Background: an optimization exercise with open tools, aiming at small area and a short achievable clock period. Do not read the settings as production practice. RTL that was checked went through simulation tests only; none was proved equivalent to the original. Power is estimated from default activity; no workload was simulated.

v12:
==> flow/design.v <==
`default_nettype none
package link_pkg;
    localparam int word_width      = 64;
    localparam int lane_width      = 16;
    localparam int lane_count      = 4;
    localparam int lane_idx_width  = $clog2(lane_count) + 1;
    localparam int fifo_depth_log2 = 4;
    localparam int length_width    = 32;
    localparam logic [2:0] kind_tik = 3'd3;
    typedef enum logic [2:0] {
        send_idle  = 3'd0,
        send_data  = 3'd1,
        ready_wait = 3'd2,
        tik_wait   = 3'd3,
        tik_end    = 3'd4
    } send_state_e;
    typedef union packed {
        logic [lane_count-1:0][lane_width-1:0] lanes;
        struct packed {
            logic [4:0]              rsvd_hi;
            logic [2:0]              kind;
            logic [22:0]             rsvd_lo;
            logic                    end_flag;
            logic [length_width-1:0] length;
        } cmd;
    } link_word_u;
endpackage
`default_nettype wire
`default_nettype none
module chip_link_tx
(
    input  wire                   clk,
    input  wire                   rst_n,
    input  wire [link_pkg::word_width-1:0]  s_tdata,
    input  wire                   s_tvalid,
    output logic                  s_tready,
    output logic                  tik,
    output logic [link_pkg::lane_width-1:0] lane_data,
    output logic                  lane_valid,
    output logic                  lane_par,
    input  wire                   link_ready,
    input  wire                   link_err
);
    localparam int RN = 15;    
    logic [63:0] mem [0:RN-1];
    logic [RN-1:0] woh;         
    logic [RN-1:0] rsel;        
    logic [3:0]  rcount;        
    logic        rempty;        
    logic        full;          
    logic        tready_q;      
    logic [63:0] head;
    logic        hv;            
    logic [63:0] hold;
    logic        st_idle, st_data, st_rwait, st_cmd, st_twait;
    logic [2:0]  lane_cnt;
    logic        tik_flag, end_flag;
    logic        par_q;
    logic        ready_d, ready_2d, err_d, err_2d;
    logic wr, rd, take_head, pop, push;
    logic ready_high, ready_low, err_low;
    logic advance, last_lane, busy, done, dec;
    logic head_cmd;
    assign ready_high = ready_d & ready_2d;
    assign ready_low  = !ready_d & !ready_2d;
    assign err_low    = !err_d & !err_2d;
    assign wr        = s_tvalid & !full;
    assign rd        = st_idle & hv;
    assign take_head = st_idle | !hv;    
    assign pop       = take_head & !rempty;
    assign push      = wr & !(take_head & rempty);
    assign head_cmd  = (head[58:56] == link_pkg::kind_tik);
    assign advance   = st_data & ready_high & err_low;
    assign last_lane = lane_cnt[2];
    assign busy      = tik_flag | end_flag;
    logic [3:0] zg;     
    assign done      = &zg;
    assign dec       = st_twait;
    logic [63:0] hdata;
    always_comb begin
        hdata = s_tdata & {64{rempty}};
        for (int i = 0; i < RN; i++) hdata = hdata | (mem[i] & {64{rsel[i]}});
    end
    always_ff @(posedge clk or negedge rst_n) begin
        if (!rst_n) begin
            woh    <= RN'(1);
            rsel   <= '0;
            rcount <= '0;
            rempty <= 1'b1;
            full   <= 1'b0;
            tready_q <= 1'b1;
            hv     <= 1'b0;
        end else begin
            if (push) woh <= {woh[RN-2:0], woh[RN-1]};
            if (pop) begin
                if (rcount == 4'd1 && !push) rsel <= '0;
                else                         rsel <= {rsel[RN-2:0], rsel[RN-1]};
            end else if (push && rempty) begin
                rsel <= woh;
            end
            if (push && !pop) begin
                rcount <= rcount + 4'd1;
                rempty <= 1'b0;
                full   <= (rcount == 4'd14);
                tready_q <= (rcount != 4'd14);
            end else if (pop && !push) begin
                rcount <= rcount - 4'd1;
                rempty <= (rcount == 4'd1);
                full   <= 1'b0;
                tready_q <= 1'b1;
            end
            if (take_head) hv <= !rempty | wr;
        end
    end
    always_ff @(posedge clk) begin
        for (int i = 0; i < RN; i++) if (s_tvalid && !full && woh[i]) mem[i] <= s_tdata;
    end
    always_ff @(posedge clk) begin
        if (take_head) head <= hdata;
    end
    always_ff @(posedge clk or negedge rst_n) begin
        if (!rst_n) begin
            ready_d  <= 1'b0;
            ready_2d <= 1'b0;
            err_d    <= 1'b0;
            err_2d   <= 1'b0;
        end else begin
            ready_d  <= link_ready;
            ready_2d <= ready_d;
            err_d    <= link_err;
            err_2d   <= err_d;
        end
    end
    logic n_idle, n_data, n_rwait, n_cmd, n_twait;
    always_comb begin
        n_idle  = (st_idle & !hv) | (st_rwait & ready_low & last_lane) | (st_twait & !busy);
        n_data  = (st_idle & hv & !head_cmd) | (st_data & !ready_high) |
                  (st_rwait & ready_low & !last_lane);
        n_rwait = (st_data & ready_high) | (st_rwait & !ready_low);
        n_cmd   = st_idle & hv & head_cmd;
        n_twait = st_cmd | (st_twait & busy);
    end
    always_ff @(posedge clk or negedge rst_n) begin
        if (!rst_n) begin
            st_idle  <= 1'b1;
            st_data  <= 1'b0;
            st_rwait <= 1'b0;
            st_cmd   <= 1'b0;
            st_twait <= 1'b0;
        end else begin
            st_idle  <= n_idle;
            st_data  <= n_data;
            st_rwait <= n_rwait;
            st_cmd   <= n_cmd;
            st_twait <= n_twait;
        end
    end
    always_ff @(posedge clk or negedge rst_n) begin
        if (!rst_n) begin
            lane_cnt <= '0;
        end else if (st_rwait && ready_low && last_lane) begin
            lane_cnt <= '0;
        end else if (advance) begin
            lane_cnt <= lane_cnt + 3'd1;
        end
    end
    always_ff @(posedge clk or negedge rst_n) begin
        if (!rst_n) begin
            par_q <= 1'b0;
        end else begin
            par_q <= (st_idle & hv & !head_cmd & (^head[63:48])) |
                     (st_data & !ready_high & par_q) |
                     (st_rwait & ready_low & !last_lane & (^hold[63:48]));
        end
    end
    logic [31:0] hold_dec;
    logic [3:0]  bin;
    logic [3:0]  zg_dec;
    assign bin = {zg[2] & zg[1] & zg[0], zg[1] & zg[0], zg[0], 1'b1};
    always_comb begin
        for (int k = 0; k < 4; k++) begin
            hold_dec[8*k +: 8] = bin[k] ? hold[8*k +: 8] - 8'd1 : hold[8*k +: 8];
            zg_dec[k]          = bin[k] ? (hold[8*k +: 8] == 8'd1) : zg[k];
        end
    end
    always_ff @(posedge clk) begin
        if (st_idle) begin
            for (int k = 0; k < 4; k++) zg[k] <= (head[8*k +: 8] == 8'd0);
        end else if (dec) begin
            zg <= zg_dec;
        end
    end
    always_ff @(posedge clk) begin
        if (st_idle) begin
            hold <= head;
        end else if (advance) begin
            hold[63:16] <= hold[47:0];
        end else if (dec) begin
            hold[31:0] <= hold_dec;
        end
    end
    always_ff @(posedge clk or negedge rst_n) begin
        if (!rst_n) begin
            tik_flag <= 1'b0;
            end_flag <= 1'b0;
        end else if (st_cmd) begin
            tik_flag <= !hold[32];
            end_flag <= hold[32];
        end else if (done) begin
            tik_flag <= 1'b0;
            end_flag <= 1'b0;
        end
    end
    assign s_tready   = tready_q;
    assign tik        = tik_flag;
    assign lane_valid = st_data;
    assign lane_data  = hold[63:48];
    assign lane_par   = par_q;
endmodule
`default_nettype wire
Settings: LEC_CHECK=0, CAP_MARGIN=20, CORE_MARGIN=2, CORE_UTILIZATION=55, SETUP_SLACK_MARGIN=2.5, SLEW_MARGIN=20, TNS_END_PERCENT=5; clock period 4.5 ns.
run.sh (not shown) runs the stock make flow with config.mk's settings and CLKGATE_MAP_FILE= SYNTH_SCRIPT=/design/flow/synth_recipe.tcl, a recipe that flattens the netlist after the stock synthesis.
--- input diff v12..v3 ---
--- a/flow/design.v
+++ b/flow/design.v
@@ -74,6 +74,5 @@
     assign last_lane = lane_cnt[2];
     assign busy      = tik_flag | end_flag;
-    logic [3:0] zg;     
-    assign done      = &zg;
+    assign done      = (hold[31:0] == 32'd0);
     assign dec       = st_twait;
     logic [63:0] hdata;
@@ -175,20 +174,5 @@
     end
     logic [31:0] hold_dec;
-    logic [3:0]  bin;
-    logic [3:0]  zg_dec;
-    assign bin = {zg[2] & zg[1] & zg[0], zg[1] & zg[0], zg[0], 1'b1};
-    always_comb begin
-        for (int k = 0; k < 4; k++) begin
-            hold_dec[8*k +: 8] = bin[k] ? hold[8*k +: 8] - 8'd1 : hold[8*k +: 8];
-            zg_dec[k]          = bin[k] ? (hold[8*k +: 8] == 8'd1) : zg[k];
-        end
-    end
-    always_ff @(posedge clk) begin
-        if (st_idle) begin
-            for (int k = 0; k < 4; k++) zg[k] <= (head[8*k +: 8] == 8'd0);
-        end else if (dec) begin
-            zg <= zg_dec;
-        end
-    end
+    assign hold_dec = hold[31:0] - 32'd1;
     always_ff @(posedge clk) begin
         if (st_idle) begin
==> run notes <==
Looking at v12 and v3, the vias after detailed routing is a wash. v3 ended up with a lower global-route wire length before repair than v12 did. When the final numbers for v12 and v3 were put side by side, the sum of buffers and inverters on the critical path turned out to be smaller in v3. Against v12, v3 comes in 0.56 ns lower on smallest setup slack after layout. NOTE number of standard cells after synthesis v12->v3 decreased slightly. When the final numbers for v12 and v3 were put side by side, the clock network power turned out to be greater in v12. In the tables for v12 and v3, count of flip-flops with a built-in enable after synthesis reads higher with v12. Total power draw: v3 vs v12, no meaningful difference. reg -> reg as the start-to-end type of the worst setup path was reported by v3, and reg -> out by v12. Minimum period implied by the final worst setup slack was higher in the run labelled v3.


Setup of north:
chip_link_tx, a different RTL version from the one above (not shown whole).
Size in the first run: roughly 2300 cells after synthesis, ~1200 flip-flops, ~89 I/O pins.
Design chip_link_tx, start of the top module:
module chip_link_tx
(
    input  wire                   clk,
    input  wire                   rst_n,
    input  wire [link_pkg::word_width-1:0]  s_tdata,
    input  wire                   s_tvalid,
    output logic                  s_tready,
    output logic                  tik,
    output logic [link_pkg::lane_width-1:0] lane_data,
    output logic                  lane_valid,
    output logic                  lane_par,
    input  wire                   link_ready,
    input  wire                   link_err
);
Settings: LEC_CHECK=0, CAP_MARGIN=20, CORE_MARGIN=2, CORE_UTILIZATION=55, SETUP_SLACK_MARGIN=2.5, SLEW_MARGIN=20, TNS_END_PERCENT=5; clock period 4.5 ns.
## Diff of input files: south against north
-- flow/design.v --
<<< north, line 82
    assign busy       = tik_flag | end_flag;
    assign done       = &zg;
    logic [63:0] hdata;
    always_comb begin
        hdata[63:32] = s_tdata[63:32] & {32{!rnempty}};
        hdata[31:0]  = s_tdata[31:0]  & {32{!rnempty}};
        for (int i = 0; i < RN; i++) begin
            hdata[63:32] = hdata[63:32] | (mem[i][63:32] & {32{rsel[i]}});
            hdata[31:0]  = hdata[31:0]  | (mem[i][31:0]  & {32{rsel[i]}});
        end
    end
    always_ff @(posedge clk or negedge rst_n) begin
>>> south, line 82
    assign busy       = tik_flag | end_flag;
    assign done       = &zg;
    logic [RN-1:0] hsel;
    logic          hsel_in, hkeep;
    assign hsel    = rsel & {RN{take_head}};
    assign hsel_in = take_head & !rnempty;
    assign hkeep   = !take_head;
    logic [63:0] head_nx;
    always_comb begin
        head_nx = (s_tdata & {64{hsel_in}}) | (head & {64{hkeep}});
        for (int i = 0; i < RN; i++) head_nx = head_nx | (mem[i] & {64{hsel[i]}});
    end
    always_ff @(posedge clk or negedge rst_n) begin
<<< north, line 128
    end
    always_ff @(posedge clk) begin
        if (take_head) head <= hdata;
    end
    always_ff @(posedge clk or negedge rst_n) begin
>>> south, line 129
    end
    always_ff @(posedge clk) begin
        head <= head_nx;
    end
    always_ff @(posedge clk or negedge rst_n) begin
Results
Relative to north, the worst max-slew margin expressed relative to the limit of south is lower by 3.7 points. Total non-filler cell area in the finished layout: south < north. Going from north to south, multi-input logic area grows by 6.6%. south: largest fanout on the critical path is 23 higher than what north reported. Relative to north, the via count measured on south has increased slightly. Measured against each other, north and south differ in synthesized cell count, the higher figure coming from south. Total chip power delta (south − north): favourable. Worst setup slack delta (south − north): unfavourable. In south, number of combinational gates with multiple inputs is higher than in north. Compared with north, in south total of hold buffers inserted after clock tree synthesis now sits at about the same level; sum of routed wire length over all layers now sits at about the same level; die width now sits at about the same level. Total length of routed met2 wires of south falls short of that of north slightly.
Only the layout flow was run in north; the RTL was not checked for function there.

-- port drivers added, routing unchanged --
The flow's constraints put no driver on any port. The routed layouts listed below were extracted and timed again, unchanged, in two steps.
Step 1 assumes that a clkbuf_16 drives the clock port and a buf_2 every other input.
Step 2 adds t to the input delays and takes it off the output delays; t is the mean of the earliest and latest rising clock arrival at the registers after step 1. Input paths then give back, and output paths get back, about the clock's delay inside the block.
a / b / c = no drivers / after step 1 / after step 2; a / b = the first two.
run | t (ns) | setup slack, ns | worst setup path after step 2 | slew at the worst register clock pin (ns)
v12 | 0.738 | 2.259 / 2.193 / 1.655 | input to register | 0.07 / 0.07
v3 | 0.740 | 1.704 / 1.704 / 1.354 | input to register | 0.07 / 0.07
north | 0.738 | 2.388 / 2.323 / 1.752 | input to register | 0.06 / 0.06
south | 0.740 | 2.359 / 2.318 / 1.796 | input to register | 0.07 / 0.07
After both steps setup and hold are still met in every run listed. The setup slack of north, which loses most, moves by -0.065 ns with the drivers and by -0.636 ns with both steps.
